Source: an optimization exercise on an open RTL-to-GDS flow (aim: a short achievable clock period and few clock cycles). Production flows keep margins and buffers that such runs may drop. In this exercise RTL edits were held to simulation tests only and were not proved equivalent to the original.

==> v39 <==
Design muldiv_sequencer, start of the top module:
module muldiv_sequencer #(
  parameter int unsigned MUL_LATENCY = 3,
  parameter int unsigned XLEN        = 32
) (
  input  logic            clk,
  input  logic            rst_n,
  input  logic            start,
  input  logic [2:0]      funct3,
  input  logic [XLEN-1:0] rs1_val,
  input  logic [XLEN-1:0] rs2_val,
  input  logic            kill,
  output logic            stall,
  output logic            busy,
  output logic            done,
  output logic [XLEN-1:0] result
);
  function logic [5:0] clz32(input logic [31:0] x);
    logic [3:0]  nib;
    logic [7:0]  v1;
    logic [15:0] z1;
    logic [3:0]  v2;
    logic [11:0] z2;
    logic [1:0]  v3;
    logic [7:0]  z3;
    logic [4:0]  z4;
    integer k;
    begin
      for (k = 0; k < 8; k = k + 1) begin
        nib          = x[4*k +: 4];
        v1[k]        = |nib;
        z1[2*k +: 2] = nib[3] ? 2'd0 : nib[2] ? 2'd1 : nib[1] ? 2'd2 : 2'd3;
      end
      for (k = 0; k < 4; k = k + 1) begin
        v2[k]        = v1[2*k+1] | v1[2*k];
        z2[3*k +: 3] = v1[2*k+1] ? {1'b0, z1[4*k+2 +: 2]} : {1'b1, z1[4*k +: 2]};
      end
      for (k = 0; k < 2; k = k + 1) begin
        v3[k]        = v2[2*k+1] | v2[2*k];
        z3[4*k +: 4] = v2[2*k+1] ? {1'b0, z2[6*k+3 +: 3]} : {1'b1, z2[6*k +: 3]};
      end
      z4    = v3[1] ? {1'b0, z3[7:4]} : {1'b1, z3[3:0]};
      clz32 = (v3[1] | v3[0]) ? {1'b0, z4} : 6'd32;
    end
  endfunction
  function logic lowmask32(input logic [31:0] x);
    begin
      lowmask32 = ((x[31:1] & ~x[30:0]) == 31'd0);
    end
  endfunction
  logic        busy_q;
  logic [31:0] held_q;
  logic        done_q;                       
  logic        sel_mlo_q, sel_mhi_q;         
  logic        sel_dz_q;                     
  logic        sel_rp_q, sel_rn_q, sel_qu_q;  
  logic [31:0] dzv_q;                        
  logic        rsel_q, qneg_q, rneg_q;
  logic        sel_div_n;
  logic [2:0]  cnt_q;
  logic [31:0] rem_q, quo_q;
  logic [32:0] win_q;
  logic [31:0] m1_q;
  logic [33:0] m3_q;
  ...
clock: 12.0 ns
lec_check: 0
cap_margin: 20
core_margin: 2
core_utilization: 50
place_density: 0.65
setup_slack_margin: 5
slew_margin: 20
synth_hierarchical: 1
synth_minimum_keep_size: 0
tns_end_percent: 100
standard.sh (not shown) runs the stock make flow with config.mk's settings and CLKGATE_MAP_FILE= SYNTH_SCRIPT=/design/flow/synth_recipe.tcl, a recipe that flattens the netlist after the stock synthesis.
==> flow/flow/run.sh <==
#!/bin/bash
# The standard layout (standard.sh: ORFS from the standard synthesis to the final
# layout, at the design's clock period and constraints), with two settings of the
# gate-level optimisation changed:
#  - MATCH_CELL_FOOTPRINT=0: timing repair may resize a gate to a cell of another
#    footprint (the platform default limits it to the same footprint);
#  - the buffer on every input and output port is a buf_4 instead of the cell that
#    buffer_ports picks by default.
# The make output goes to flow_make.log; ORFS keeps each step's log under orfs/logs.
set -euo pipefail
std=$(cat standard.sh)
own=${std//'"${@:-finish}"'/'MATCH_CELL_FOOTPRINT=0 "BUFFER_PORTS_ARGS=-buffer_cell sky130_fd_sc_hd__buf_4" "${@:-finish}"'}
if [[ "$own" == "$std" ]]; then
  echo "standard.sh has an unexpected form" >&2
  exit 1
fi
printf '%s\n' "$own" > standard_own.sh
bash standard_own.sh > flow_make.log 2>&1
==> v9: changes against v39 <==
--- a/flow/design.v
+++ b/flow/design.v
@@ -131,63 +131,63 @@
   endgenerate
 endmodule
 module muldiv_div_last (
   input  logic [31:0]     rem_i,
   input  logic [2:0]      bits_i,
-  input  logic [34:0]     mn1_i,
-  input  logic [34:0]     mn2_i,
-  input  logic [34:0]     mn3_i,
-  input  logic [34:0]     mn4_i,
-  input  logic [34:0]     mn5_i,
-  input  logic [34:0]     mn6_i,
-  input  logic [34:0]     mn7_i,
+  input  logic [34:0]     m1_i,
+  input  logic [34:0]     m2_i,
+  input  logic [34:0]     m3_i,
+  input  logic [34:0]     m4_i,
+  input  logic [34:0]     m5_i,
+  input  logic [34:0]     m6_i,
+  input  logic [34:0]     m7_i,
   input  logic [31:0]     quo_i,
+  input  logic            rem_sel_i,
+  input  logic            rneg_i,
   input  logic            qneg_i,
-  input  logic            rp_i,
-  input  logic            rn_i,
-  input  logic            qu_i,
   output logic [7:0]      sel_o,
   output logic [32*8-1:0] cand_o
 );
   logic [34:0] w;
   logic [35:0] d1, d2, d3, d4, d5, d6, d7;
   logic        g1, g2, g3, g4, g5, g6, g7;
   logic [32*8-1:0] mn;
   logic [28:0] quom;
   assign w  = {rem_i, bits_i};
-  muldiv_add #(.W(35)) u_d1 (.a_i(w), .b_i(mn1_i), .cin_i(1'b1), .s_o(d1[34:0]), .cout_o(d1[35]));
-  muldiv_add #(.W(35)) u_d2 (.a_i(w), .b_i(mn2_i), .cin_i(1'b1), .s_o(d2[34:0]), .cout_o(d2[35]));
-  muldiv_add #(.W(35)) u_d3 (.a_i(w), .b_i(mn3_i), .cin_i(1'b1), .s_o(d3[34:0]), .cout_o(d3[35]));
-  muldiv_add #(.W(35)) u_d4 (.a_i(w), .b_i(mn4_i), .cin_i(1'b1), .s_o(d4[34:0]), .cout_o(d4[35]));
-  muldiv_add #(.W(35)) u_d5 (.a_i(w), .b_i(mn5_i), .cin_i(1'b1), .s_o(d5[34:0]), .cout_o(d5[35]));
-  muldiv_add #(.W(35)) u_d6 (.a_i(w), .b_i(mn6_i), .cin_i(1'b1), .s_o(d6[34:0]), .cout_o(d6[35]));
-  muldiv_add #(.W(35)) u_d7 (.a_i(w), .b_i(mn7_i), .cin_i(1'b1), .s_o(d7[34:0]), .cout_o(d7[35]));
+  muldiv_add #(.W(35)) u_d1 (.a_i(w), .b_i(~m1_i), .cin_i(1'b1), .s_o(d1[34:0]), .cout_o(d1[35]));
+  muldiv_add #(.W(35)) u_d2 (.a_i(w), .b_i(~m2_i), .cin_i(1'b1), .s_o(d2[34:0]), .cout_o(d2[35]));
+  muldiv_add #(.W(35)) u_d3 (.a_i(w), .b_i(~m3_i), .cin_i(1'b1), .s_o(d3[34:0]), .cout_o(d3[35]));
+  muldiv_add #(.W(35)) u_d4 (.a_i(w), .b_i(~m4_i), .cin_i(1'b1), .s_o(d4[34:0]), .cout_o(d4[35]));
+  muldiv_add #(.W(35)) u_d5 (.a_i(w), .b_i(~m5_i), .cin_i(1'b1), .s_o(d5[34:0]), .cout_o(d5[35]));
+  muldiv_add #(.W(35)) u_d6 (.a_i(w), .b_i(~m6_i), .cin_i(1'b1), .s_o(d6[34:0]), .cout_o(d6[35]));
+  muldiv_add #(.W(35)) u_d7 (.a_i(w), .b_i(~m7_i), .cin_i(1'b1), .s_o(d7[34:0]), .cout_o(d7[35]));
   assign g1 = d1[35];
   assign g2 = d2[35];
   assign g3 = d3[35];
   assign g4 = d4[35];
   assign g5 = d5[35];
   assign g6 = d6[35];
   assign g7 = d7[35];
   assign sel_o = {g7, g6 & ~g7, g5 & ~g6, g4 & ~g5, g3 & ~g4, g2 & ~g3, g1 & ~g2, ~g1};
-  assign mn = {mn7_i[31:0], mn6_i[31:0], mn5_i[31:0], mn4_i[31:0],
-               mn3_i[31:0], mn2_i[31:0], mn1_i[31:0], 32'hFFFF_FFFF};
+  assign mn = ~{m7_i[31:0], m6_i[31:0], m5_i[31:0], m4_i[31:0],
+                m3_i[31:0], m2_i[31:0], m1_i[31:0], 32'd0};
   assign quom = quo_i[28:0] - 29'd1;
   genvar j;
   generate
     for (j = 0; j < 8; j = j + 1) begin : g_cand
-      logic [31:0] q, qm, qv, sum0, sum1;
-      muldiv_add2 #(.W(32)) u_rv (.a_i(w[31:0]), .b_i(mn[j*32 +: 32]),
-                                  .s0_o(sum0), .s1_o(sum1));
+      logic [31:0] q, qm, qv, sum, rv;
+      muldiv_add #(.W(32)) u_rv (.a_i(w[31:0]), .b_i(mn[j*32 +: 32]), .cin_i(~rneg_i),
+                                 .s_o(sum), .cout_o());
+      assign rv = sum ^ {32{rneg_i}};
       assign q  = {quo_i[28:0], j[2:0]};
       if (j == 0) begin : g_z
         assign qm = {quom, 3'b111};
       end else begin : g_nz
         assign qm = {quo_i[28:0], j[2:0] - 3'd1};
       end
       assign qv = qneg_i ? ~qm : q;
-      assign cand_o[j*32 +: 32] = ({32{rp_i}} & sum1) | ({32{rn_i}} & ~sum0) | ({32{qu_i}} & qv);
+      assign cand_o[j*32 +: 32] = rem_sel_i ? rv : qv;
     end
   endgenerate
 endmodule
 module muldiv_out (
   input  logic            held_en_i,
@@ -195,19 +195,20 @@
   input  logic            mlo_i,
   input  logic            mhi_i,
   input  logic [63:0]     prod_i,
   input  logic            dz_i,
   input  logic [31:0]     dzv_i,
+  input  logic            div_i,
   input  logic [7:0]      dsel_i,
   input  logic [32*8-1:0] dcand_i,
   output logic [31:0]     result_o
 );
   always_comb begin
     result_o = ({32{held_en_i}} & held_i) | ({32{mlo_i}} & prod_i[31:0]) |
                ({32{mhi_i}} & prod_i[63:32]) | ({32{dz_i}} & dzv_i);
     for (int k = 0; k < 8; k = k + 1)
-      result_o = result_o | ({32{dsel_i[k]}} & dcand_i[k*32 +: 32]);
+      result_o = result_o | ({32{div_i & dsel_i[k]}} & dcand_i[k*32 +: 32]);
   end
 endmodule
 module muldiv_add #(
   parameter int W = 32
 ) (
@@ -240,45 +241,10 @@
     end
   endgenerate
   assign s_o    = p0[N-1:1] ^ gg[L*N +: W];
   assign cout_o = gg[L*N + N - 1];
 endmodule
-module muldiv_add2 #(
-  parameter int W = 32
-) (
-  input  logic [W-1:0] a_i,
-  input  logic [W-1:0] b_i,
-  output logic [W-1:0] s0_o,
-  output logic [W-1:0] s1_o
-);
-  localparam int L = (W <= 2) ? 1 : (W <= 4) ? 2 : (W <= 8) ? 3 : (W <= 16) ? 4 :
-                     (W <= 32) ? 5 : (W <= 64) ? 6 : (W <= 128) ? 7 : 8;
-  logic [W-1:0]       p0;
-  logic [(L+1)*W-1:0] gg, pp;
-  logic [W-1:0]       gt, pt;
-  assign p0        = a_i ^ b_i;
-  assign gg[W-1:0] = a_i & b_i;
-  assign pp[W-1:0] = p0;
-  genvar k, i;
-  generate
-    for (k = 0; k < L; k = k + 1) begin : g_lvl
-      for (i = 0; i < W; i = i + 1) begin : g_bit
-        if (i >= (1 << k)) begin : g_op
-          assign gg[(k+1)*W + i] = gg[k*W + i] | (pp[k*W + i] & gg[k*W + i - (1 << k)]);
-          assign pp[(k+1)*W + i] = pp[k*W + i] & pp[k*W + i - (1 << k)];
-        end else begin : g_pass
-          assign gg[(k+1)*W + i] = gg[k*W + i];
-          assign pp[(k+1)*W + i] = pp[k*W + i];
-        end
-      end
-    end
-  endgenerate
-  assign gt = gg[L*W +: W];
-  assign pt = pp[L*W +: W];
-  assign s0_o = p0 ^ {gt[W-2:0], 1'b0};
-  assign s1_o = p0 ^ {gt[W-2:0] | pt[W-2:0], 1'b1};
-endmodule
 import muldiv_pkg::*;
 module muldiv_sequencer #(
   parameter int unsigned MUL_LATENCY = 3,
   parameter int unsigned XLEN        = 32
 ) (
@@ -329,24 +295,19 @@
   endfunction
   logic        busy_q;
   logic [31:0] held_q;
   logic        done_q;                       
   logic        sel_mlo_q, sel_mhi_q;         
-  logic        sel_dz_q;                     
-  logic        sel_rp_q, sel_rn_q, sel_qu_q;  
+  logic        sel_dz_q, sel_div_q;          
   logic [31:0] dzv_q;                        
   logic        rsel_q, qneg_q, rneg_q;
-  logic        sel_div_n;
   logic [2:0]  cnt_q;
   logic [31:0] rem_q, quo_q;
   logic [32:0] win_q;
   logic [31:0] m1_q;
   logic [33:0] m3_q;
   logic [34:0] m5_q, m7_q;
-  logic [31:0] fn1_q;                        
-  logic [33:0] fn3_q;
-  logic [34:0] fn5_q, fn7_q;
   logic [2*64-1:0] mrow_q;
   logic        accept, is_mul, fin0;
   logic        a_sext, b_sext;
   logic [18*64-1:0] pp_rows;
   logic [12*64-1:0] r12;
@@ -409,28 +370,20 @@
   assign m3_0 = {2'b00, abs_b} + {1'b0, abs_b, 1'b0};
   assign m5_0 = {3'b000, abs_b} + {1'b0, abs_b, 2'b00};
   assign m7_0 = {abs_b, 3'b000} - {3'b000, abs_b};
   assign fin0 = is_mul | dz | (cnt0 == 3'd0);
   logic [34:0] m1, m2, m3, m4, m5, m6, m7;
-  logic [34:0] n1, n2, n3, n4, n5, n6, n7;
   logic [63:0] prod;
   muldiv_add #(.W(64)) u_prod (.a_i(mrow_q[63:0]), .b_i(mrow_q[127:64]), .cin_i(1'b0),
                                .s_o(prod), .cout_o());
   assign m1 = {3'd0, m1_q};
   assign m2 = {2'd0, m1_q, 1'b0};
   assign m3 = {1'b0, m3_q};
   assign m4 = {1'b0, m1_q, 2'b00};
   assign m5 = m5_q;
   assign m6 = {m3_q, 1'b0};
   assign m7 = m7_q;
-  assign n1 = {3'b111, fn1_q};
-  assign n2 = {2'b11, fn1_q, 1'b1};
-  assign n3 = {1'b1, fn3_q};
-  assign n4 = {1'b1, fn1_q, 2'b11};
-  assign n5 = fn5_q;
-  assign n6 = {fn3_q, 1'b1};
-  assign n7 = fn7_q;
   logic [31:0] it_r1, it_r2;
   logic [2:0]  it_d1, it_d2;
   muldiv_div_step u_it1 (
     .rem_i (rem_q), .bits_i (win_q[32:30]),
     .m1_i (m1), .m2_i (m2), .m3_i (m3), .m4_i (m4), .m5_i (m5), .m6_i (m6), .m7_i (m7),
@@ -443,54 +396,46 @@
   );
   logic [7:0]      fin_sel;
   logic [32*8-1:0] fin_cand;
   muldiv_div_last u_fin (
     .rem_i (rem_q), .bits_i (win_q[32:30]),
-    .mn1_i (n1), .mn2_i (n2), .mn3_i (n3), .mn4_i (n4), .mn5_i (n5), .mn6_i (n6), .mn7_i (n7),
-    .quo_i (quo_q), .qneg_i (qneg_q), .rp_i (sel_rp_q), .rn_i (sel_rn_q), .qu_i (sel_qu_q),
+    .m1_i (m1), .m2_i (m2), .m3_i (m3), .m4_i (m4), .m5_i (m5), .m6_i (m6), .m7_i (m7),
+    .quo_i (quo_q), .rem_sel_i (rsel_q), .rneg_i (rneg_q), .qneg_i (qneg_q),
     .sel_o (fin_sel), .cand_o (fin_cand)
   );
   muldiv_out u_out (
     .held_en_i (~done_q), .held_i (held_q),
     .mlo_i (sel_mlo_q), .mhi_i (sel_mhi_q), .prod_i (prod),
     .dz_i (sel_dz_q), .dzv_i (dzv_q),
-    .dsel_i (fin_sel), .dcand_i (fin_cand),
+    .div_i (sel_div_q), .dsel_i (fin_sel), .dcand_i (fin_cand),
     .result_o (result)
   );
-  assign sel_div_n = busy_q ? (~done_q & ~kill & (cnt_q == 3'd1))
-                            : (accept & ~is_mul & ~dz & (cnt0 == 3'd0));
   always_ff @(posedge clk or negedge rst_n) begin
     if (!rst_n) begin
       busy_q    <= 1'b0;
       held_q    <= '0;
       done_q    <= 1'b0;
       sel_mlo_q <= 1'b0;
       sel_mhi_q <= 1'b0;
       sel_dz_q  <= 1'b0;
-      sel_rp_q  <= 1'b0;
-      sel_rn_q  <= 1'b0;
-      sel_qu_q  <= 1'b0;
+      sel_div_q <= 1'b0;
     end else begin
       held_q <= result;
       if (!busy_q) begin
         busy_q    <= accept;
         done_q    <= accept & fin0;
         sel_mlo_q <= accept & is_mul & (funct3[1:0] == 2'b00);
         sel_mhi_q <= accept & is_mul & (funct3[1:0] != 2'b00);
         sel_dz_q  <= accept & ~is_mul & dz;
-        sel_rp_q  <= sel_div_n & funct3[1] & ~an;
-        sel_rn_q  <= sel_div_n & funct3[1] & an;
-        sel_qu_q  <= sel_div_n & ~funct3[1];
+        sel_div_q <= accept & ~is_mul & ~dz & (cnt0 == 3'd0);
       end else begin
         busy_q    <= ~done_q & ~kill;
         done_q    <= ~done_q & ~kill & (cnt_q == 3'd1);
         sel_mlo_q <= 1'b0;
         sel_mhi_q <= 1'b0;
         sel_dz_q  <= 1'b0;
-        sel_rp_q  <= sel_div_n & rsel_q & ~rneg_q;
-        sel_rn_q  <= sel_div_n & rsel_q & rneg_q;
-        sel_qu_q  <= sel_div_n & ~rsel_q;
+        sel_div_q <= ~done_q & ~kill & (cnt_q == 3'd1);
       end
     end
   end
   always_ff @(posedge clk) begin
     if (!busy_q) begin
@@ -504,14 +449,10 @@
       quo_q  <= 32'd0;
       m1_q   <= abs_b;
       m3_q   <= m3_0;
       m5_q   <= m5_0;
       m7_q   <= m7_0;
-      fn1_q  <= ~abs_b;
-      fn3_q  <= ~m3_0;
-      fn5_q  <= ~m5_0;
-      fn7_q  <= ~m7_0;
       mrow_q <= r2;
     end else begin
       rem_q  <= it_r2;
       win_q  <= {win_q[26:0], 6'd0};
       quo_q  <= {quo_q[25:0], it_d1, it_d2};
==> flow/run.sh (new file) <==
#!/bin/bash
# synth_recipe.tcl (not shown) runs the flow's synth.tcl, then flattens the netlist and writes it again
# the make line also repeats each setting of config.mk as NAME=value (left out here)
make -C /OpenROAD-flow-scripts/flow DESIGN_CONFIG=/design/flow/config.mk WORK_HOME=/design/flow/orfs CLKGATE_MAP_FILE= SYNTH_SCRIPT=/design/flow/synth_recipe.tcl finish
removed: flow/flow/run.sh
removed: flow/standard.sh
==> notes <==
- v9 finished clean. v39 produced a clean layout.
- Between v39 and v9, the lower utilization is in v39 (gap 0.59 points).
- In v39 the final cell count is higher than in v9, by about 7%.
- Of v39 and v9, v39 has the higher wire length (gap about 21%, measured against v9).
- Of v39 and v9, v39 has the higher sequential share of layout area (gap 2.1 points).
==> figures <==
|  | v39 | v9 |
|---|---|---|
| Cell occurring most often along the worst timing path | nand2_1 | buf_4 |
| Hold_ws | 0.4157 ns | 0.4251 ns |
| Clock buf count | 91 | 86 |
| Arrival time at the worst endpoint | 5.02 ns | 5.26 ns |
| Clock Sink Count | 562 | 429 |
| Min cycle time layout | 7.424 ns | 7.663 ns |
| Die Y-Extent | 527.3 µm | 507.4 µm |
| Start point of the worst hold path | win_q[21] | win_q[25] |
| Top fanout value on the critical path | 22 | 4 |
| Number of standard-cell rows in the floorplan | 192 | 184 |
| Result of the run | no timing/DRC/antenna violations | no timing/DRC/antenna violations |
Testbench counts of v39, summed over its fixed seeds: cycles 5,663.
Testbench counts of v9, summed over its fixed seeds: cycles 5,663.

## afterwards: timing with drivers on the ports
The flow's constraints put no driver on any port. The routed layouts listed below were extracted and timed again, unchanged, in two steps.
Step 1, drivers: a clkbuf_16 drives clk and a buf_2 each remaining input, both assumed.
Step 2 moves the port delays by t, midway between the first and last clock arrival at a register: inputs arrive t later, outputs are due t later. That takes back most of the time a late clock gives input paths.
Slacks: ideal ports / drivers / drivers and shift; pairs: ideal ports / drivers.
run	shift t [ns]	setup slack, ns	worst setup path after step 2	worst register clock-pin slew, ns	cell pins on the clock port's net
v39	0.817	4.576 / 4.482 / 4.069	input to register	0.08 / 0.08	1
v9	0.812	4.337 / 4.247 / 4.104	input to register	0.08 / 0.08	1
After both steps setup and hold are still met in every run listed. For v39, which loses most, drivers alone change the setup slack by -0.094 ns; drivers and shift together by -0.507 ns.
